Source: an optimization exercise on an open RTL-to-GDS flow (aim: small area, a short achievable clock period and few clock cycles per item). Production flows keep margins and buffers that such runs may drop. The RTL was checked by simulation tests, not by an equivalence proof against the original design. Power and IR drop assume default switching activity.

$ cat flow/config.mk
export PLATFORM = sky130hd
export DESIGN_NAME = flash_log_item_directory
export DESIGN_NICKNAME = flash_log_item_directory
export VERILOG_FILES = /design/flow/design.v
export SDC_FILE = /design/flow/constraint.sdc
export NUM_CORES = 4
export LEC_CHECK = 0
export CAP_MARGIN = 20
export CORE_MARGIN = 2
export CORE_UTILIZATION = 40
export SLEW_MARGIN = 20
$ cat flow/constraint.sdc
create_clock -name core_clock -period 8.0 [get_ports {i_clk}]
set_input_delay 1.6000 -clock core_clock [delete_from_list [all_inputs] [get_ports {i_clk}]]
set_output_delay 1.6000 -clock core_clock [all_outputs]
set_load 0.01 [all_outputs]
$ cat flow/design.v
module flash_log_item_directory #(
    parameter int ENTRY_COUNT = 35
) (
    input  logic        i_clk,
    input  logic        i_rst_n,
    input  logic        i_s_axis_tvalid,
    output logic        o_s_axis_tready,
    input  logic [63:0] i_s_axis_tdata,   
    input  logic [1:0]  i_s_axis_tuser,   
    output logic        o_m_axis_tvalid,
    input  logic        i_m_axis_tready,
    output logic [47:0] o_m_axis_tdata,   
    output logic [1:0]  o_m_axis_tuser    
);
    localparam int N = ENTRY_COUNT;
    localparam logic [1:0] OP_RECORD     = 2'd0;
    localparam logic [1:0] OP_LOOKUP     = 2'd1;
    localparam logic [1:0] OP_INVALIDATE = 2'd2;
    logic [N-1:0][7:0]  r_id;
    logic [N-1:0][23:0] r_addr;
    logic [N-1:0][23:0] r_len;
    logic [N-1:0]       r_vld;    
    logic [N-1:0]       r_ge;     
    logic        q_v;
    logic [1:0]  q_op;
    logic [7:0]  q_key;           
    logic [23:0] q_addr;
    logic [23:0] q_len;
    logic        o_v, o1_v;
    logic [49:0] o_d, o1_d;
    logic        fire;
    logic        take;
    assign fire            = q_v & ~o1_v;
    assign take            = o_v & i_m_axis_tready;
    assign o_s_axis_tready = ~q_v | ~o1_v;
    assign o_m_axis_tvalid = o_v;
    assign o_m_axis_tdata  = o_d[47:0];
    assign o_m_axis_tuser  = o_d[49:48];
    logic         is_rec, is_lk, is_inv, key_ff;
    logic [N-1:0] eq, idff, cand, lm, clr, bsel;
    logic [N-1:0] c_hi, c_sel, l_lo, l_sel, we;
    logic         any_c, any_chi, any_l, any_llo, sel_empty;
    logic [47:0]  lk_data;
    logic [49:0]  res;
    assign is_rec = (q_op == OP_RECORD);
    assign is_lk  = (q_op == OP_LOOKUP);
    assign is_inv = (q_op == OP_INVALIDATE);
    assign key_ff = &q_key;
    always_comb begin
        for (int p = 0; p < N; p++) begin
            eq[p]   = (r_id[p] == q_key);
            idff[p] = &r_id[p];
            cand[p] = ~r_vld[p] | idff[p] | eq[p];
            lm[p]   = is_lk & (r_vld[p] ? eq[p] : key_ff);
            clr[p]  = r_vld[p] & ~idff[p] & (r_addr[p][23:16] == q_key);
            bsel[p] = r_ge[p] & ((p == 0) ? 1'b1 : ~r_ge[(p == 0) ? 0 : p - 1]);
        end
        c_hi = cand & r_ge;
        l_lo = lm & ~r_ge;
        any_c   = |cand;
        any_chi = |c_hi;
        any_l   = |lm;
        any_llo = |l_lo;
        for (int p = 0; p < N; p++) begin
            logic below_hi, below_c;
            below_hi = 1'b0;
            below_c  = 1'b0;
            for (int k = 0; k < p; k++) begin
                below_hi |= c_hi[k];
                below_c  |= cand[k];
            end
            c_sel[p] = any_chi ? (c_hi[p] & ~below_hi) : (cand[p] & ~below_c);
        end
        for (int p = 0; p < N; p++) begin
            logic above_lo, above_l;
            above_lo = 1'b0;
            above_l  = 1'b0;
            for (int k = p + 1; k < N; k++) begin
                above_lo |= l_lo[k];
                above_l  |= lm[k];
            end
            l_sel[p] = any_llo ? (l_lo[p] & ~above_lo) : (lm[p] & ~above_l);
        end
        lk_data = '0;
        for (int p = 0; p < N; p++) begin
            lk_data |= {r_len[p], r_addr[p]} & {48{l_sel[p]}};
        end
        sel_empty = |(l_sel & ~r_vld);
        lk_data  |= {48{sel_empty}};
        we  = (fire & is_rec) ? (any_c ? c_sel : bsel) : '0;
        res = {is_rec & ~any_c, any_l, lk_data};
    end
    always_ff @(posedge i_clk) begin
        for (int p = 0; p < N; p++) begin
            if (we[p]) begin
                r_id[p]   <= q_key;
                r_addr[p] <= q_addr;
                r_len[p]  <= q_len;
            end
        end
    end
    always_ff @(posedge i_clk) begin
        if (!i_rst_n) begin
            r_vld <= '0;
            r_ge  <= '1;
        end else begin
            if (fire & is_inv)
                r_vld <= r_vld & ~clr;
            else
                r_vld <= r_vld | we;
            if (fire & is_rec & ~any_c)
                r_ge <= (r_ge & ~bsel) | {N{bsel[N-1]}};
        end
    end
    always_ff @(posedge i_clk) begin
        if (o_s_axis_tready) begin
            q_op   <= i_s_axis_tuser;
            q_key  <= (i_s_axis_tuser == OP_INVALIDATE) ? i_s_axis_tdata[63:56] : i_s_axis_tdata[7:0];
            q_addr <= i_s_axis_tdata[31:8];
            q_len  <= i_s_axis_tdata[55:32];
        end
    end
    always_ff @(posedge i_clk) begin
        if (!o_v | take)
            o_d <= o1_v ? o1_d : res;
        if (!o1_v)
            o1_d <= res;
    end
    always_ff @(posedge i_clk) begin
        if (!i_rst_n) begin
            q_v  <= 1'b0;
            o_v  <= 1'b0;
            o1_v <= 1'b0;
        end else begin
            q_v  <= (i_s_axis_tvalid & o_s_axis_tready) | (q_v & ~fire);
            o_v  <= o1_v | fire | (o_v & ~take);
            o1_v <= o1_v ? ~take : (fire & o_v & ~take);
        end
    end
endmodule
$ cat flow/run.sh
#!/bin/bash
# synth_recipe.tcl (not shown) runs the flow's synth.tcl, then flattens the netlist and writes it again
# the make line also repeats each setting of config.mk as NAME=value (left out here)
make -C /OpenROAD-flow-scripts/flow DESIGN_CONFIG=/design/flow/config.mk WORK_HOME=/design/flow/orfs CLKGATE_MAP_FILE= SYNTH_SCRIPT=/design/flow/synth_recipe.tcl finish
==> impl_metrics.json <==
{
  "wire_per_inst_um": 48.0,
  "cp-start-kind": "flip-flop",
  "coreArea_sq_um": 230000,
  "ant_nets": 0,
  "synth_top_cells_by_area": "edfxtp_1 67%, xnor2_1 3.9%, a22oi_1 3.5%",
  "die-area_sq_um": 235000,
  "synth-simple-area-share": 0.0897,
  "grt_max_degree": 91,
  "wl_met3_um": 66800,
  "drtPass1Iterations": 10,
  "grt_pass1_wl_um": 621000,
  "synth_edf_count": 2068,
  "ys_ff_latch": 2191,
  "htreeDepth": 4,
  "synthCells": 6300,
  "synth_xor_area_frac": 0.0530,
  "synth_warnings": 1,
  "path_max_fanout": 16,
  "slew_headroom": 0.170,
  "worstHoldPathType": "reg2reg",
  "overflow": 0,
  "rows": 176,
  "synth_cell_types": 99,
  "synth_top_family_by_area": "compound AO/OA/AOI/OAI gates",
  "clk_pin_slew_ns": 0.06,
  "finClkSkew_ns": 0.138,
  "synth_compound_gate_area_share": 0.134,
  "num_vias": 71300,
  "place.gp.congestion": 1.06,
  "cts_root_buffer": "clkbuf_16",
  "start_util": 0.402,
  "cap_violations": 0,
  "area_growth_pct": 16.9,
  "nets": 6750,
  "synthArstFlopShare": 0,
  "routed.top_layer": "met5",
  "syn-num-nets": 6370,
  "drive_above_1_share": 0.142,
  "die_h_um": 485,
  "syn_area_sq_um": 92500,
  "synth_top_area_frac": 0.671,
  "finalSetupViolCount": 0,
  "die_width_um": 485,
  "synth-adder-area-share": 0,
  "post_cts_buffers": 0,
  "cts_tree": "built",
  "dr_wl_met2_um": 197000,
  "syn_area_per_cell_sq_um": 14.7,
  "cellPowerDensity_nw_per_um2": 229,
  "ys.flop_type": "edfxtp_1",
  "port-buffer-count": 121,
  "drtIter0Drc": 15300,
  "yosysSeqAreaShare": 0.698,
  "path_class": "reg2reg",
  "grt_usage": 0.395,
  "arrival_ns": 7.80,
  "antenna_found_initial": 50,
  "hold_violations": 0,
  "dp_hpwl_um": 314000,
  "leakage_nw": 34.5,
  "required_ns": 8.75,
  "vias_per_cell": 7.17,
  "met1Wirelength_um": 168000,
  "wirelength_um": 477000,
  "vdd_drop_max_v": 0.000222,
  "outcome": "no timing/DRC/antenna violations",
  "worst_pin_slew_ns": 1.24,
  "grt_pass1_vias": 66200,
  "place_inst": 9469,
  "grt_setup_unrepaired": "no",
  "synth_area_leader_cell": "edfxtp_1",
  "finalNonFillerCells": 9945,
  "drc_errors": 0,
  "period_needed_ns": 7.05,
  "critPathCaptureType": "flip-flop",
  "slew_violations": 0,
  "io_pins": 122,
  "postCtsResizedCells": 0,
  "cts_hold_buffers": 0,
  "numCtsBuffers": 224,
  "clock.fmax_mhz": 142,
  "period_share": 0.881,
  "cts.sinks": 2191,
  "insertion_delay_ns": 0.98,
  "synthMuxAreaShare": 0.000974,
  "finalSetupTns_ns": 0,
  "clk_path_buf_depth": 3
}
==> cell type report <==
class	count	area, sq um
multi-input cells	3668	26600
diodes	37	92.6
clock buffers	302	6100
flip-flops and latches	2191	64600
clock inverters	126	1600
repair buffers	510	5090
inverters	85	324
well taps	3026	3790
fillers	19900	122000
==> final timing paths <==
check,startpoint,to,slack (ns),cells past startpoint
worst max-delay path,q_key[7]$_DFFE_PN_,o_d[47]$_DFFE_PN_,0.95,16
worst min-delay path,o1_d[12]$_DFF_P_,o1_d[12]$_DFF_P_,0.45,2
worst max register to register,q_key[7]$_DFFE_PN_,o_d[47]$_DFFE_PN_,0.95,16
worst min register to register,o1_d[12]$_DFF_P_,o1_d[12]$_DFF_P_,0.45,2
==> state kept, by name (all words and copies together) (netlist names) <==
| register | count |
|---|---|
| q_addr | 24 |
| q_v | 1 |
| r_id | 280 |
| o1_d | 50 |
| o1_v | 1 |
| r_len | 840 |
| q_len | 24 |
| r_ge | 35 |
| r_vld | 35 |
| o_v | 1 |
| o_d | 50 |
| r_addr | 840 |
| q_op | 2 |
| q_key | 8 |
==> per-layer routing <==
| layer | global-route usage | up-vias |
|---|---|---|
| met3 | 0.127 | 1792 |
| met1 | 0.499 | 36100 |
| li1 | - | 26500 |
| met4 | 0.312 | 32 |
| met5 | 0 | - |
| met2 | 0.559 | 6915 |
==> synth_stat cells (11+ instances only) <==
cell / number
a22oi_1: 434
and2_1: 29
inv_1: 84
a32o_1: 15
o211ai_1: 44
o21a_1: 31
o21ai_0: 114
a222oi_1: 121
xnor2_1: 414
a211oi_1: 18
buf_1: 25
a21oi_1: 104
and3_1: 49
o211a_1: 11
or3_1: 20
nor3_1: 121
dfxtp_1: 123
xor2_1: 146
o22ai_1: 12
nand2b_1: 16
nor2_1: 192
buf_2: 90
or4_1: 16
o21ai_1: 11
a221o_1: 48
edfxtp_1: 2068
buf_6: 43
a22o_1: 161
nor4_1: 87
a32oi_1: 64
nor2b_1: 34
or2_2: 61
buf_4: 35
nand4_1: 267
clkbuf_1: 159
nand2_1: 350
a31oi_1: 18
nand3_1: 206
a41oi_2: 19
nor4_2: 11
o41ai_1: 11
and4_1: 32
a221oi_1: 196
a21o_1: 12
==> metrics by stage <==
step | utilization | setup WS (ns) | cell area (sq um) | power, mW | hold WS (ns)
3_5_place_dp | 0.435 | 1.40 | 100000 | 14.0 | 0.434
3_3_place_gp | 0.435 | 1.11 | 99900 | 14.0 | 0.425
6_report | 0.470 | 0.950 | 108000 | 24.8 | 0.451
5_1_grt | 0.470 | 1.08 | 108000 | 25.3 | 0.461
2_1_floorplan | - | 0.759 | 92500 | 13.5 | 0.418
4_1_cts | 0.469 | 1.36 | 108000 | 24.8 | 0.445
==> worst max-delay path, cell delays in order (launching register included) <==
cell and delay (ns):
edfxtp_1 0.43, and4_1 0.26, buf_4 0.19, nand2_2 0.40, nor2_1 0.27, a32oi_1 0.57
nand3b_1 0.42, nor4_2 0.58, buf_4 0.27, nand4_2 0.64, nor3_4 0.92, buf_4 0.62
buf_4 0.40, a222oi_1 0.16, nand3_1 0.33, nor4_1 0.12, a32oi_1 0.26
==> cells in the final DEF, fill, tap and decap left out, types with 19 or more instances in the layout <==
cell | synthesis | final
edfxtp_1 | 2068 | 2068
a22oi_1 | 434 | 434
xnor2_1 | 414 | 414
nand2_1 | 350 | 347
buf_4 | 35 | 309
nand4_1 | 267 | 267
clkbuf_16 | 0 | 224
nand3_1 | 206 | 206
a221oi_1 | 196 | 195
nor2_1 | 192 | 174
a22o_1 | 161 | 161
xor2_1 | 146 | 146
dfxtp_1 | 123 | 122
a222oi_1 | 121 | 121
clkdlybuf4s50_1 | 0 | 120
o21ai_0 | 114 | 111
nor3_1 | 121 | 104
a21oi_1 | 104 | 89
inv_1 | 84 | 80
nor4_1 | 87 | 72
a32oi_1 | 64 | 64
buf_12 | 0 | 63
or2_2 | 61 | 61
clkbuf_1 | 159 | 58
a221o_1 | 48 | 48
and3_1 | 49 | 46
o211ai_1 | 44 | 44
diode_2 | 0 | 37
clkinv_2 | 0 | 37
nor2b_1 | 34 | 33
clkinv_1 | 0 | 33
and4_1 | 32 | 31
o21a_1 | 31 | 30
bufinv_16 | 0 | 26
and2_1 | 29 | 25
or3_1 | 20 | 20
nor3_2 | 8 | 20
clkbuf_8 | 0 | 20
a41oi_2 | 19 | 19
==> report_power, final <==
part | leakage (nW) | switching (mW) | internal, mW | total (mW)
Combinational | 11.0 | 0.642 | 0.325 | 0.967
Clock | 3.72 | 4.78 | 6.23 | 11.0
Sequential | 19.8 | 0.139 | 12.7 | 12.8
==> logic make-up (layout without fill, tap and decap cells) <==
logic type	after synthesis	in the layout
buffers and inverters	441	1023
flip-flops	2191	2191
multiplexers	8	8
XOR/XNOR	560	560
other	0	37
AND/OR/NAND/NOR	1553	1553
AO/OA/AOI/OAI	1547	1547
Testbench counts, summed over its fixed seeds: cycles 4,816, items 4,800.

## re-timing with driven ports
Ports are ideal in the flow. The routed layout listed here was re-timed in OpenROAD. Step 1 sets driving cells, clkbuf_16 on the clock port and buf_2 on the other inputs (assumed; they add their load-dependent delay and slew). Step 2 moves the port delays by t, midway between the first and last clock arrival at a register: inputs arrive t later, outputs are due t later. That takes back most of the time a late clock gives input paths. Slacks: ideal ports / drivers / drivers and shift; pairs: ideal ports / drivers.
t, ns: 1.007
setup slack, ns: 0.950 / 0.950 / 0.950
clock arrival spread, ns: 0.137 / 0.138
After both steps setup and hold are still met in this run. For this run, drivers alone change the setup slack by 0.000 ns; drivers and shift together by 0.000 ns.
